Source: an optimization exercise on an open RTL-to-GDS flow (aim: small area, a short achievable clock period and few clock cycles per item). Production flows keep margins and buffers that such runs may drop. In this exercise RTL edits were held to simulation tests only and were not proved equivalent to the original. Power figures rest on the tool's default switching activity, not on a simulated workload.

Setup of job 2127:
==> flow/design.v (excerpt) <==
module deque_top (
	input  logic        clk,
	input  logic        arst_n,
	input  logic        req_valid,
	output logic        req_ready,
	input  logic [2:0]  req_cmd,
	input  logic [31:0] req_value,
	output logic        rsp_valid,
	input  logic        rsp_ready,
	output logic [1:0]  rsp_status,
	output logic [31:0] rsp_popped,
	output logic [31:0] rsp_front,
	output logic [31:0] rsp_rear,
	output logic [4:0]  rsp_occupancy,
	output logic        rsp_empty,
	output logic        rsp_full
);
Size in the first run: roughly 1,600 cells after synthesis, ~580 flip-flops, about 24,000 um2 of cells after synthesis.
export LEC_CHECK = 0
export CAP_MARGIN = 20
export CORE_MARGIN = 2
export CORE_UTILIZATION = 45
export CTS_BUF_LIST = sky130_fd_sc_hd__clkbuf_8
export SETUP_SLACK_MARGIN = 2.5
export SLEW_MARGIN = 20
export TNS_END_PERCENT = 10
create_clock -name core_clock -period 5.0 [get_ports {clk}]
standard.sh (not shown) runs the stock make flow with config.mk's settings and CLKGATE_MAP_FILE= SYNTH_SCRIPT=/design/flow/synth_recipe.tcl, a recipe that flattens the netlist after the stock synthesis.
==> flow/flow/run.sh <==
#!/bin/bash
# Layout flow: the standard ORFS flow, with plain buf_2 cells as the
# port buffers instead of the delay cells buffer_ports picks by itself.
set -euo pipefail
cd "$(dirname "$0")/.."
export BUFFER_PORTS_ARGS="-buffer_cell sky130_fd_sc_hd__buf_2"
bash standard.sh finish > flow_standard.log 2>&1
In summary, job 2127 completed successfully, with a layout that passed the timing, design-rule and antenna checks.
Testbench counts of job 2127, summed over its fixed seeds: cycles 48,008, commands 48,000.
Here is what was changed in the inputs of job 3642 compared with job 2127.
-- flow/config.mk --
<<< job 2127, line 10
export CORE_UTILIZATION = 45
>>> job 3642, line 10
export CORE_UTILIZATION = 60
### Flow results
Relative to job 2127, portion of total power attributed to the clock network decreased by 1.2 points in job 3642. Non-clock buffer count (lower): job 3642. From job 2127 to job 3642 the numbers moved as follows: post-placement cell area went down; final critical-path setup slack went up; CTS H-tree depth did not really move. Job 3642 vs job 2127 — routed wire length climbed slightly. On proportion of final cell area spent on non-clock buffers, job 2127 and job 3642 are basically level. Number of global-route vias before repair (job 3642 over job 2127): increase, 207. As of job 3642, cell area had fallen slightly compared to job 2127.

========
Another version of the RTL of deque_top (not shown whole).
Size: ~1300 cells after synthesis, ~580 flip-flops.
## deque_top
module deque_top (
	input  logic        clk,
	input  logic        arst_n,
	input  logic        req_valid,
	output logic        req_ready,
	input  logic [2:0]  req_cmd,
	input  logic [31:0] req_value,
	output logic        rsp_valid,
	input  logic        rsp_ready,
	output logic [1:0]  rsp_status,
	output logic [31:0] rsp_popped,
	output logic [31:0] rsp_front,
	output logic [31:0] rsp_rear,
	output logic [4:0]  rsp_occupancy,
	output logic        rsp_empty,
	output logic        rsp_full
);
export LEC_CHECK = 0
export CAP_MARGIN = 20
export CORE_MARGIN = 2
export CORE_UTILIZATION = 65
export CTS_BUF_LIST = sky130_fd_sc_hd__clkbuf_8
export SETUP_SLACK_MARGIN = 2.7
export SLEW_MARGIN = 20
export TNS_END_PERCENT = 3
create_clock -name core_clock -period 5.0 [get_ports {clk}]
Scripts as last shown in full above: flow/flow/run.sh
Testbench counts at the start, summed over its fixed seeds: cycles 48,008, commands 48,000.
Then changed:
CORE_UTILIZATION = 70   (was 65)
- The new run produced a clean layout
- setup slack degrades by 81 ps
- global-route usage grows by 0.89 points
- design area came out higher by 0.51%
- synthesized cell count stays the same
- clock skew stays flat
- hold slack gets worse by 15 ps
- power came out higher by 3.4%

========
The RTL this note starts from:
==> flow/design.v <==
`timescale 1ns / 1ps
package cdq_pkg;
	localparam int DATA_W = 32;
	localparam int CMD_W  = 3;
	localparam int STAT_W = 2;
	localparam int OCC_W  = 5;
	localparam logic [CMD_W-1:0] CMD_PUSH_FRONT = 3'd0;
	localparam logic [CMD_W-1:0] CMD_PUSH_REAR  = 3'd1;
	localparam logic [CMD_W-1:0] CMD_POP_FRONT  = 3'd2;
	localparam logic [CMD_W-1:0] CMD_POP_REAR   = 3'd3;
	localparam logic [CMD_W-1:0] CMD_QUERY      = 3'd4;
	localparam logic [STAT_W-1:0] ST_DONE  = 2'd0;
	localparam logic [STAT_W-1:0] ST_FULL  = 2'd1;
	localparam logic [STAT_W-1:0] ST_EMPTY = 2'd2;
	typedef struct packed {
		logic [CMD_W-1:0]         cmd;
		logic signed [DATA_W-1:0] push_value;
	} cdq_req_t;
	typedef struct packed {
		logic [STAT_W-1:0]        status;
		logic signed [DATA_W-1:0] popped_value;
		logic signed [DATA_W-1:0] front_value;
		logic signed [DATA_W-1:0] rear_value;
		logic [OCC_W-1:0]         occupancy;
		logic                     is_empty;
		logic                     is_full;
	} cdq_rsp_t;
	typedef enum logic {
		CDQ_IDLE,
		CDQ_POP
	} cdq_state_t;
endpackage
`timescale 1ns / 1ps
module deque_top (
	input  logic        clk,
	input  logic        arst_n,
	input  logic        req_valid,
	output logic        req_ready,
	input  logic [2:0]  req_cmd,
	input  logic [31:0] req_value,
	output logic        rsp_valid,
	input  logic        rsp_ready,
	output logic [1:0]  rsp_status,
	output logic [31:0] rsp_popped,
	output logic [31:0] rsp_front,
	output logic [31:0] rsp_rear,
	output logic [4:0]  rsp_occupancy,
	output logic        rsp_empty,
	output logic        rsp_full
);
	localparam int RN = 14;    
	localparam int DW = 32;
	logic [4:0]    cnt_q;
	logic          empty_q;
	logic [3:0]    rp_h_q, rp_t_q;      
	logic [DW-1:0] ring_q [RN];
	logic [DW-1:0] front_q, rear_q;
	logic          rsp_valid_q;
	logic [1:0]    status_q;
	logic [DW-1:0] popped_q;
	logic          slot_free, run;
	logic [2:0]    cmd;
	logic [DW-1:0] value;
	assign slot_free = !rsp_valid_q || rsp_ready;
	assign req_ready = slot_free;
	assign run       = req_valid && slot_free;
	assign cmd       = req_cmd;
	assign value     = req_value;
	logic is_push, is_pop, at_rear;
	assign is_push = (cmd[2:1] == 2'b00);
	assign is_pop  = (cmd[2:1] == 2'b01);
	assign at_rear = cmd[0];
	logic n1, n2, ge2, full;
	assign n1   = (cnt_q == 5'd1);
	assign n2   = (cnt_q == 5'd2);
	assign full = cnt_q[4];
	assign ge2  = !empty_q && !n1;
	logic push_ok, pop_ok, ring_push, ring_pop;
	assign push_ok   = is_push && !full;
	assign pop_ok    = is_pop && !empty_q;
	assign ring_push = push_ok && ge2;
	assign ring_pop  = pop_ok && ge2 && !n2;
	logic [3:0] h_prev, h_next, t_prev, t_next;
	assign h_prev = (rp_h_q == 4'd0)       ? 4'(RN - 1) : rp_h_q - 4'd1;
	assign h_next = (rp_h_q == 4'(RN - 1)) ? 4'd0       : rp_h_q + 4'd1;
	assign t_prev = (rp_t_q == 4'd0)       ? 4'(RN - 1) : rp_t_q - 4'd1;
	assign t_next = (rp_t_q == 4'(RN - 1)) ? 4'd0       : rp_t_q + 4'd1;
	logic [DW-1:0] near_w, far_w;
	assign near_w = at_rear ? rear_q : front_q;
	assign far_w  = at_rear ? front_q : rear_q;
	logic [DW-1:0] pop_w;
	logic [RN-1:0] h_oh, t_oh, rsel;
	always_comb begin
		for (int i = 0; i < RN; i++) begin
			h_oh[i] = !n2 && (rp_h_q == 4'(i));
			t_oh[i] = !n2 && (rp_t_q == 4'(i));
		end
		rsel  = at_rear ? t_oh : h_oh;
		pop_w = far_w & {DW{n2}};
		for (int i = 0; i < RN; i++)
			pop_w = pop_w | (ring_q[i] & {DW{rsel[i]}});
	end
	logic [DW-1:0] end_d;
	always_comb begin
		if (is_push)
			end_d = value;
		else if (pop_ok && ge2)
			end_d = pop_w;
		else
			end_d = '0;
	end
	logic front_ld, rear_ld;
	assign front_ld = empty_q || (push_ok && !at_rear) || (pop_ok && (!at_rear || n1));
	assign rear_ld  = empty_q || (push_ok && at_rear)  || (pop_ok && (at_rear || n1));
	logic [4:0] cnt_d;
	always_comb begin
		cnt_d = cnt_q;
		if (push_ok)
			cnt_d = cnt_q + 5'd1;
		if (pop_ok)
			cnt_d = cnt_q - 5'd1;
	end
	always_ff @(posedge clk or negedge arst_n) begin
		if (!arst_n) begin
			cnt_q       <= '0;
			empty_q     <= 1'b1;
			rp_h_q      <= 4'd0;
			rp_t_q      <= 4'(RN - 1);
			rsp_valid_q <= 1'b0;
		end else begin
			if (run) begin
				cnt_q   <= cnt_d;
				empty_q <= (cnt_d == 5'd0);
				if (ring_push && !at_rear)
					rp_h_q <= h_prev;
				if (ring_pop && !at_rear)
					rp_h_q <= h_next;
				if (ring_push && at_rear)
					rp_t_q <= t_next;
				if (ring_pop && at_rear)
					rp_t_q <= t_prev;
			end
			if (slot_free)
				rsp_valid_q <= run;
		end
	end
	always_ff @(posedge clk) begin
		if (run && front_ld)
			front_q <= end_d;
		if (run && rear_ld)
			rear_q <= end_d;
		if (run) begin
			popped_q <= near_w & {DW{pop_ok}};
			status_q <= {is_pop && empty_q, is_push && full};
		end
	end
	logic [3:0] waddr;
	assign waddr = at_rear ? t_next : h_prev;
	for (genvar i = 0; i < RN; i++) begin : g_ring
		always_ff @(posedge clk) begin
			if (run && ring_push && waddr == 4'(i))
				ring_q[i] <= near_w;
		end
	end
	assign rsp_valid     = rsp_valid_q;
	assign rsp_status    = status_q;
	assign rsp_popped    = popped_q;
	assign rsp_front     = front_q;
	assign rsp_rear      = rear_q;
	assign rsp_occupancy = cnt_q;
	assign rsp_empty     = empty_q;
	assign rsp_full      = full;
endmodule
==> flow/config.mk <==
export PLATFORM = sky130hd
export DESIGN_NAME = deque_top
export DESIGN_NICKNAME = deque_top
export VERILOG_FILES = /design/flow/design.v
export SDC_FILE = /design/flow/constraint.sdc
export NUM_CORES = 4
export LEC_CHECK = 0
export CAP_MARGIN = 20
export CORE_MARGIN = 2
export CORE_UTILIZATION = 45
export CTS_BUF_LIST = sky130_fd_sc_hd__clkbuf_8
export SETUP_SLACK_MARGIN = 2.2
export SLEW_MARGIN = 20
export TNS_END_PERCENT = 0
==> flow/constraint.sdc <==
create_clock -name core_clock -period 5.0 [get_ports {clk}]
set_input_delay 1.0000 -clock core_clock [delete_from_list [all_inputs] [get_ports {clk}]]
set_output_delay 1.0000 -clock core_clock [all_outputs]
set_load 0.01 [all_outputs]
Scripts as last shown in full above: flow/flow/run.sh
Testbench counts at the start, summed over its fixed seeds: cycles 48,008, commands 48,000.
==> next run, changes <==
==> flow/run.sh (new file) <==
#!/bin/bash
# synth_recipe.tcl (not shown) runs the flow's synth.tcl, then flattens the netlist and writes it again
# the make line also repeats each setting of config.mk as NAME=value (left out here)
make -C /OpenROAD-flow-scripts/flow DESIGN_CONFIG=/design/flow/config.mk WORK_HOME=/design/flow/orfs CLKGATE_MAP_FILE= SYNTH_SCRIPT=/design/flow/synth_recipe.tcl finish
Settings changed: CTS_BUF_LIST sky130_fd_sc_hd__clkbuf_8 to not set, SETUP_SLACK_MARGIN 2.2 to 2.5.
removed: flow/flow/run.sh
removed: flow/standard.sh
=> Design area goes up by about 9%. Power goes up by 11%. Worst hold slack is better by 310 ps. Sequential power goes down by about 0.9%. Final cell count hardly moves.
==> next run, changes <==
==> flow/flow/run.sh (new file) <==
#!/bin/bash
# Layout flow: the standard ORFS flow, with plain buf_2 cells as the
# port buffers instead of the delay cells buffer_ports picks by itself.
set -euo pipefail
cd "$(dirname "$0")/.."
export BUFFER_PORTS_ARGS="-buffer_cell sky130_fd_sc_hd__buf_2"
bash standard.sh finish > flow_standard.log 2>&1
==> flow/standard.sh (new file) <==
#!/bin/bash
# synth_recipe.tcl (not shown) runs the flow's synth.tcl, then flattens the netlist and writes it again
# the make line also repeats each setting of config.mk as NAME=value (left out here)
make -C /OpenROAD-flow-scripts/flow DESIGN_CONFIG=/design/flow/config.mk WORK_HOME=/design/flow/orfs CLKGATE_MAP_FILE= SYNTH_SCRIPT=/design/flow/synth_recipe.tcl "${@:-finish}"
Settings changed: CTS_BUF_LIST set to sky130_fd_sc_hd__clkbuf_8.
removed: flow/run.sh
Outcome: The new run completed with no timing, DRC or antenna violations. Routed wire length is lower by 0.40%. Count of clock-buffer cells in the layout grows by 23. Via count hardly moves. Synthesized area is unchanged. Combinational power is lower by 8.0%.
==> next run, changes <==
Settings changed: CTS_BUF_LIST sky130_fd_sc_hd__clkbuf_8 to not set.
Result:
- count of clock-buffer cells in the layout goes down by 23
- sequential power hardly moves
- via count fell by 0.78%
- global-route usage is about the same
- hold slack improved by 32 ps
- clock power increases by 11%
- die area is unchanged
- power rises by 5.3%
- maximum frequency hardly moves

## port drivers added, routing unchanged
Ports are ideal in the flow. The routed layouts listed here were re-timed in OpenROAD. Step 1 assumes that a clkbuf_16 drives the clock port and a buf_2 every other input. Step 2 times the ports against the registers' clock, not the clock port: input delays grow and output delays shrink by t, the midpoint of the rising clock arrivals with the driver on. a / b / c = no drivers / after step 1 / after step 2; a / b = the first two.
run | t (ns) | setup slack, ns | clock arrival spread, ns
job 2127 | 0.719 | 2.392 / 2.222 / 1.503 | 0.038 / 0.038
job 3642 | 0.714 | 2.487 / 2.375 / 1.661 | 0.024 / 0.024
the first run of note 2 | 0.695 | 2.647 / 2.561 / 1.866 | 0.027 / 0.027
the second run of note 2 | 0.695 | 2.566 / 2.566 / 1.974 | 0.023 / 0.024
the first run of note 3 | 0.703 | 2.016 / 2.016 / 1.346 | 0.028 / 0.028
the second run of note 3 | 0.684 | 2.268 / 2.237 / 1.552 | 0.027 / 0.027
the third run of note 3 | 0.706 | 2.235 / 2.205 / 1.499 | 0.028 / 0.027
the fourth run of note 3 | 0.672 | 2.242 / 2.220 / 1.548 | 0.024 / 0.024
After both steps setup and hold are still met in every run listed. For job 2127, which loses most, drivers alone change the setup slack by -0.170 ns; drivers and shift together by -0.889 ns.
